This is an optimization exercise on Yosys and OpenROAD, whose aim is small area, not a production implementation.
At most, simulation tests tie the RTL to the original design; equivalence was not proved.
No driver is modelled on the clock port, so clocking that relies on it looks cheaper here than on a real chip.
No activity file was given, so power comes from the tool's default toggle rates.

==> flow/design.v (excerpt) <==
module int_to_balanced_ternary_core (
   input  logic                                   clock,
   input  logic                                   reset,
   input  logic                                   start,
   output logic                                   busy,
   input  logic signed [itbt_pkg::VALUE_WIDTH-1:0] req_value,
   output logic                                   rsp_strobe,
   output logic signed [1:0]                      rsp_trit,
   output logic                                   rsp_last_trit
);
For scale: ~51 flip-flops, about 40 I/O pins.
clock: 10.0 ns
lec_check: 0
cap_margin: 20
core_margin: 2
core_utilization: 40
slew_margin: 20
standard.sh (not shown) runs the stock make flow with config.mk's settings and CLKGATE_MAP_FILE= SYNTH_SCRIPT=/design/flow/synth_recipe.tcl, a recipe that flattens the netlist after the stock synthesis.
==> flow/flow/run.sh <==
#!/bin/bash
# Standard ORFS layout, with plain buf_1 cells as the port buffers and a
# small clock tree without dummy loads. Each tool's output goes to its own log.
set -euo pipefail
export BUFFER_PORTS_ARGS="-buffer_cell sky130_fd_sc_hd__buf_1"
export CTS_ARGS="-sink_clustering_enable -repair_clock_nets -dont_use_dummy_load"
bash standard.sh synth > synth.log 2>&1
bash standard.sh finish > layout.log 2>&1
The starting point finished clean.
Rerun with:
--- a/flow/flow/run.sh
+++ b/flow/flow/run.sh
@@ -3 +3 @@
-# small clock tree without dummy loads. Each tool's output goes to its own log.
+# single-level clock tree of one strong buffer. Each tool's output goes to its own log.
@@ -6 +6 @@
-export CTS_ARGS="-sink_clustering_enable -repair_clock_nets -dont_use_dummy_load"
+export CTS_ARGS="-repair_clock_nets -dont_use_dummy_load -buf_list sky130_fd_sc_hd__clkbuf_16 -root_buf sky130_fd_sc_hd__clkbuf_16"
What happened: The new run ran to the end with no violations. Total power is higher by 13%. Core utilization is higher by 1.1 points. Worst hold slack is worse by 4.0 ps. Sequential share of layout area is lower by 1.0 points. Critical path depth is unchanged. Final cell count does not change. Via count is higher by 0.48%. Final area is higher by 2.3%. Wire length is about the same. Global-route usage is about the same. Clock skew is lower by 4.5 ps.
Rerun with:
==> flow/flow/run.sh (replaced) <==
#!/bin/bash
# ORFS layout of the standard flow's config, with three changes: synthesis maps the logic with an
# area-oriented ABC script (flip-flops are mapped before ABC, exactly as in the standard
# synthesis), the port buffers are plain buf_1 cells, and the clock tree is built
# without dummy loads. Each tool's output goes to a log of its own.
set -euo pipefail
W=$(pwd)
export AREA_ABC_SCRIPT=$W/flow/area.abc
export BUFFER_PORTS_ARGS="-buffer_cell sky130_fd_sc_hd__buf_1"
export CTS_ARGS="${CTS_ARGS_OVERRIDE:--sink_clustering_enable -repair_clock_nets -dont_use_dummy_load -sink_clustering_size 30 -sink_clustering_max_diameter 300 -buf_list sky130_fd_sc_hd__clkbuf_8}"
sed "s#SYNTH_SCRIPT=[^ ]*#SYNTH_SCRIPT=$W/flow/synth_area.tcl#" standard.sh > synth_area.sh
bash synth_area.sh synth > synth.log 2>&1
bash standard.sh finish > layout.log 2>&1
==> flow/flow/area.abc (new file) <==
strash
&get -n
&dch -f
&nf -R 1000
&put
topo
==> flow/flow/synth_area.tcl (new file) <==
proc synth {args} { yosys synth -nofsm -noshare {*}$args }
proc abc {args} {
  set i [lsearch -exact $args -script]
  if { $i >= 0 } { set args [lreplace $args $i [expr { $i + 1 }]] }
  yosys abc -script $::env(AREA_ABC_SCRIPT) {*}$args
}
source $::env(SCRIPTS_DIR)/synth.tcl
# left out here: clear keep_hierarchy, flatten, clean up, hide names made inside functions, write 1_2_yosys.v
After rerunning:
- global-route usage is higher by 0.13 points
- hold slack improves by 26 ps
- final area is lower by 4.4%
- die area is lower by 4.9%
- clock skew is higher by 11 ps
No functional check of the RTL was part of any run of this note.


== P ==
Another version of the RTL of int_to_balanced_ternary_core (not shown whole).
Size in the first run: ~170 cells after synthesis, ~49 flip-flops, about 0.0017 mm^2 of cells after synthesis.
clock: 10.0 ns
lec_check: 0
cap_margin: 0
core_area: 2 2 59 59
die_area: 0 0 61 61
slew_margin: 0
==> flow/flow/run.sh <==
#!/bin/bash
# ORFS layout of the standard flow's config, with three changes:
# - synthesis maps the logic with area-oriented ABC scripts (flow/area*.abc, the same
#   script with four random seeds for ABC's &deepsyn), run side by side, and keeps the
#   smallest netlist; flip-flops are mapped before ABC, exactly as in the standard synthesis;
# - the port buffers are plain buf_1 cells;
# - before CTS the flip-flops are split into CLOCK_GROUPS groups, each clocked by one
#   CLOCK_ROOT_BUF buffer that the clock port drives (flow/clock.tcl), so CTS finds the
#   clock already buffered.
# Each tool's output goes to a log of its own.
set -euo pipefail
W=$(pwd)
export BUFFER_PORTS_ARGS="-buffer_cell sky130_fd_sc_hd__buf_1"
export CLOCK_ROOT_BUF=sky130_fd_sc_hd__clkbuf_8
export CLOCK_GROUPS=3
export PRE_CTS_TCL=$W/flow/clock.tcl
best=""
best_area=""
for s in 1 2 3 4; do
  sed -e "s#SYNTH_SCRIPT=[^ ]*#SYNTH_SCRIPT=$W/flow/synth_area.tcl#" \
      -e "s#WORK_HOME=[^ ]*#WORK_HOME=$W/trial$s#" standard.sh > synth_trial$s.sh
  AREA_ABC_SCRIPT=$W/flow/area$s.abc bash synth_trial$s.sh synth > synth_trial$s.log 2>&1 &
done
wait
for s in 1 2 3 4; do
  stat=$W/trial$s/reports/$FLOW_PLATFORM/int_to_balanced_ternary_core/base/synth_stat.txt
  [[ -f $stat ]] || continue
  a=$(awk '/Chip area for module/ {print $NF}' "$stat")
  echo "trial $s: synthesised area $a" >> synth_choice.log
  if [[ -z "$best" ]] || awk -v a="$a" -v b="$best_area" 'BEGIN {exit !(a < b)}'; then
    best=$s
    best_area=$a
  fi
done
echo "kept trial $best" >> synth_choice.log
mv "$W/trial$best" "$W/orfs"
for s in 1 2 3 4; do rm -rf "$W/trial$s"; done
bash standard.sh finish > layout.log 2>&1
==> flow/flow/area1.abc <==
strash
&get -n
&deepsyn -T 60 -S 1
&put
dch -f
amap -F 20 -A 30
topo
==> flow/flow/area2.abc <==
strash
&get -n
&deepsyn -T 60 -S 2
&put
dch -f
amap -F 20 -A 30
topo
==> flow/flow/area3.abc <==
strash
&get -n
&deepsyn -T 60 -S 3
&put
dch -f
amap -F 20 -A 30
topo
==> flow/flow/area4.abc <==
strash
&get -n
&deepsyn -T 60 -S 4
&put
dch -f
amap -F 20 -A 30
topo
==> flow/flow/synth_area.tcl <==
proc synth {args} { yosys synth -nofsm -noshare {*}$args }
proc abc {args} {
  set i [lsearch -exact $args -script]
  if { $i >= 0 } { set args [lreplace $args $i [expr { $i + 1 }]] }
  if { [info exists ::env(AREA_ABC_EXTRA)] } { lappend args {*}$::env(AREA_ABC_EXTRA) }
  yosys abc -script $::env(AREA_ABC_SCRIPT) {*}$args
}
source $::env(SCRIPTS_DIR)/synth.tcl
# left out here: clear keep_hierarchy, flatten, clean up, hide names made inside functions, write 1_2_yosys.v
Other scripts of this flow, unchanged in this note and not shown: flow/flow/clock.tcl
Input-level comparison between Q and P:
- SLEW_MARGIN changed from 0 to 20
- CAP_MARGIN changed from 0 to 20
==> flow/flow/run.sh <==
#!/bin/bash
# ORFS layout of the standard flow's config, with three changes: synthesis maps the logic with an
# area-oriented ABC script (flip-flops are mapped before ABC, exactly as in the standard
# synthesis), the port buffers are plain buf_1 cells, and before CTS the flip-flops are
# split into CLOCK_GROUPS groups, each clocked by one CLOCK_ROOT_BUF buffer that the
# clock port drives (flow/clock.tcl), so CTS finds the clock already buffered.
# Each tool's output goes to a log of its own.
set -euo pipefail
W=$(pwd)
export AREA_ABC_SCRIPT=$W/flow/area.abc
export BUFFER_PORTS_ARGS="-buffer_cell sky130_fd_sc_hd__buf_1"
export CLOCK_ROOT_BUF=sky130_fd_sc_hd__clkbuf_8
export CLOCK_GROUPS=3
export PRE_CTS_TCL=$W/flow/clock.tcl
sed "s#SYNTH_SCRIPT=[^ ]*#SYNTH_SCRIPT=$W/flow/synth_area.tcl#" standard.sh > synth_area.sh
bash synth_area.sh synth > synth.log 2>&1
bash standard.sh finish > layout.log 2>&1
==> flow/flow/area.abc (new file) <==
strash
&get -n
&deepsyn -T 60
&put
amap
topo
-- flow/flow/synth_area.tcl --
<<< P, line 4
  if { $i >= 0 } { set args [lreplace $args $i [expr { $i + 1 }]] }
  if { [info exists ::env(AREA_ABC_EXTRA)] } { lappend args {*}$::env(AREA_ABC_EXTRA) }
  yosys abc -script $::env(AREA_ABC_SCRIPT) {*}$args
>>> Q, line 4
  if { $i >= 0 } { set args [lreplace $args $i [expr { $i + 1 }]] }
  yosys abc -script $::env(AREA_ABC_SCRIPT) {*}$args
removed: flow/flow/area1.abc
removed: flow/flow/area2.abc
removed: flow/flow/area3.abc
removed: flow/flow/area4.abc
==> run summary <==
After detailed routing, P needs less wire than Q. Q closes out successfully: all stages finished, all timing, DRC and antenna checks passed. P → Q: number of multi-input logic gates -about 2%, sequential power comparable. The power share of the sequential group in Q was higher than what P gave.
### Q -> R
- PLACE_DENSITY newly set to 0.85
==> flow/flow/run.sh <==
#!/bin/bash
# ORFS layout of the standard flow's config, with three changes:
# - synthesis maps the logic with area-oriented ABC scripts (flow/area*.abc, the same
#   script with four random seeds for ABC's &deepsyn), run side by side, and keeps the
#   smallest netlist; flip-flops are mapped before ABC, exactly as in the standard synthesis;
# - the port buffers are plain buf_1 cells;
# - before CTS the flip-flops are split into CLOCK_GROUPS groups, each clocked by one
#   CLOCK_ROOT_BUF buffer that the clock port drives (flow/clock.tcl), so CTS finds the
#   clock already buffered.
# Each tool's output goes to a log of its own.
set -euo pipefail
W=$(pwd)
export BUFFER_PORTS_ARGS="-buffer_cell sky130_fd_sc_hd__buf_1"
export CLOCK_ROOT_BUF=sky130_fd_sc_hd__clkbuf_8
export CLOCK_GROUPS=3
export PRE_CTS_TCL=$W/flow/clock.tcl
best=""
best_area=""
for s in 1 2 3 4; do
  sed -e "s#SYNTH_SCRIPT=[^ ]*#SYNTH_SCRIPT=$W/flow/synth_area.tcl#" \
      -e "s#WORK_HOME=[^ ]*#WORK_HOME=$W/trial$s#" standard.sh > synth_trial$s.sh
  AREA_ABC_SCRIPT=$W/flow/area$s.abc bash synth_trial$s.sh synth > synth_trial$s.log 2>&1 &
done
wait
for s in 1 2 3 4; do
  stat=$W/trial$s/reports/$FLOW_PLATFORM/int_to_balanced_ternary_core/base/synth_stat.txt
  [[ -f $stat ]] || continue
  a=$(awk '/Chip area for module/ {print $NF}' "$stat")
  echo "trial $s: synthesised area $a" >> synth_choice.log
  if [[ -z "$best" ]] || awk -v a="$a" -v b="$best_area" 'BEGIN {exit !(a < b)}'; then
    best=$s
    best_area=$a
  fi
done
echo "kept trial $best" >> synth_choice.log
mv "$W/trial$best" "$W/orfs"
for s in 1 2 3 4; do rm -rf "$W/trial$s"; done
bash standard.sh finish > layout.log 2>&1
==> flow/flow/area1.abc (new file) <==
strash
&get -n
&deepsyn -T 60 -S 1
&put
dch -f
amap -F 20 -A 30
topo
==> flow/flow/area2.abc (new file) <==
strash
&get -n
&deepsyn -T 60 -S 2
&put
dch -f
amap -F 20 -A 30
topo
==> flow/flow/area3.abc (new file) <==
strash
&get -n
&deepsyn -T 60 -S 3
&put
dch -f
amap -F 20 -A 30
topo
==> flow/flow/area4.abc (new file) <==
strash
&get -n
&deepsyn -T 60 -S 4
&put
dch -f
amap -F 20 -A 30
topo
-- flow/flow/synth_area.tcl --
<<< Q, line 4
  if { $i >= 0 } { set args [lreplace $args $i [expr { $i + 1 }]] }
  yosys abc -script $::env(AREA_ABC_SCRIPT) {*}$args
>>> R, line 4
  if { $i >= 0 } { set args [lreplace $args $i [expr { $i + 1 }]] }
  if { [info exists ::env(AREA_ABC_EXTRA)] } { lappend args {*}$::env(AREA_ABC_EXTRA) }
  yosys abc -script $::env(AREA_ABC_SCRIPT) {*}$args
removed: flow/flow/area.abc
## What came out
Compare R and Q | wire length after detailed routing lower: Q
The total power reported for R is greater than that of Q by about 2%.
Changes observed in R relative to Q: area of all placed cells without fillers lower, clock latency on the worst-skew pair roughly the same.
R ends up with a synthesized area that is 7.5 um^2 lower than in Q.
[compare] base=Q new=R: count of cells along the worst register-to-register path has decreased; synthesized cell count has decreased.
Inputs modified between R and S:
- clearing PLACE_DENSITY, which used to be 0.85
## What came out
Compared with R, S shows a higher number of fill cells.
Going from R to S, power shrank slightly.
R and S ended up with roughly the same power consumed by sequential cells.
The clock-pin slew of the registers on the worst-case setup and hold paths was comparable across S and R.
Comparing R against S, there is no change at all in cell area.
Final weighted congestion in routability-driven placement shrinks by more than 10% when moving from R to S.
Re combinational power share: S is 0.3 points down on R.
Changes observed in S relative to R: worst reg2reg path depth held, share of the cycle needed by the critical path after routing went down 4.8 points, first-pass GRT wire length went down about 4.7%.

[static timing again, ports no longer ideal]
No port has a modelled driver above. Below, the same layouts with a new extraction and two added sets of constraints. Step 1 (the two cells are an assumption about what drives the block):
set clk [get_ports {clock}]
set_driving_cell -lib_cell sky130_fd_sc_hd__clkbuf_16 $clk
set_driving_cell -lib_cell sky130_fd_sc_hd__buf_2 [delete_from_list [all_inputs] $clk]
Step 2 times the ports against the registers' clock, not the clock port: input delays grow and output delays shrink by t, the midpoint of the rising clock arrivals with the driver on. Slacks: ideal ports / drivers / drivers and shift; pairs: ideal ports / drivers.
| run | shift t [ns] | slack for setup (ns) | clock arrival spread, ns |
|---|---|---|---|
| the first run of note 1 | 0.320 | 5.965 / 5.937 / 6.257 | 0.011 / 0.012 |
| the second run of note 1 | 0.309 | 5.987 / 5.954 / 6.264 | 0.008 / 0.007 |
| the third run of note 1 | 0.315 | 6.129 / 6.103 / 6.415 | 0.018 / 0.019 |
| P | 0.192 | 5.555 / 5.512 / 5.704 | 0.006 / 0.006 |
| Q | 0.190 | 5.099 / 5.058 / 5.247 | 0.015 / 0.015 |
| R | 0.194 | 5.076 / 5.033 / 5.227 | 0.007 / 0.006 |
| S | 0.192 | 5.555 / 5.512 / 5.704 | 0.006 / 0.006 |
After both steps every run listed still meets setup and hold.
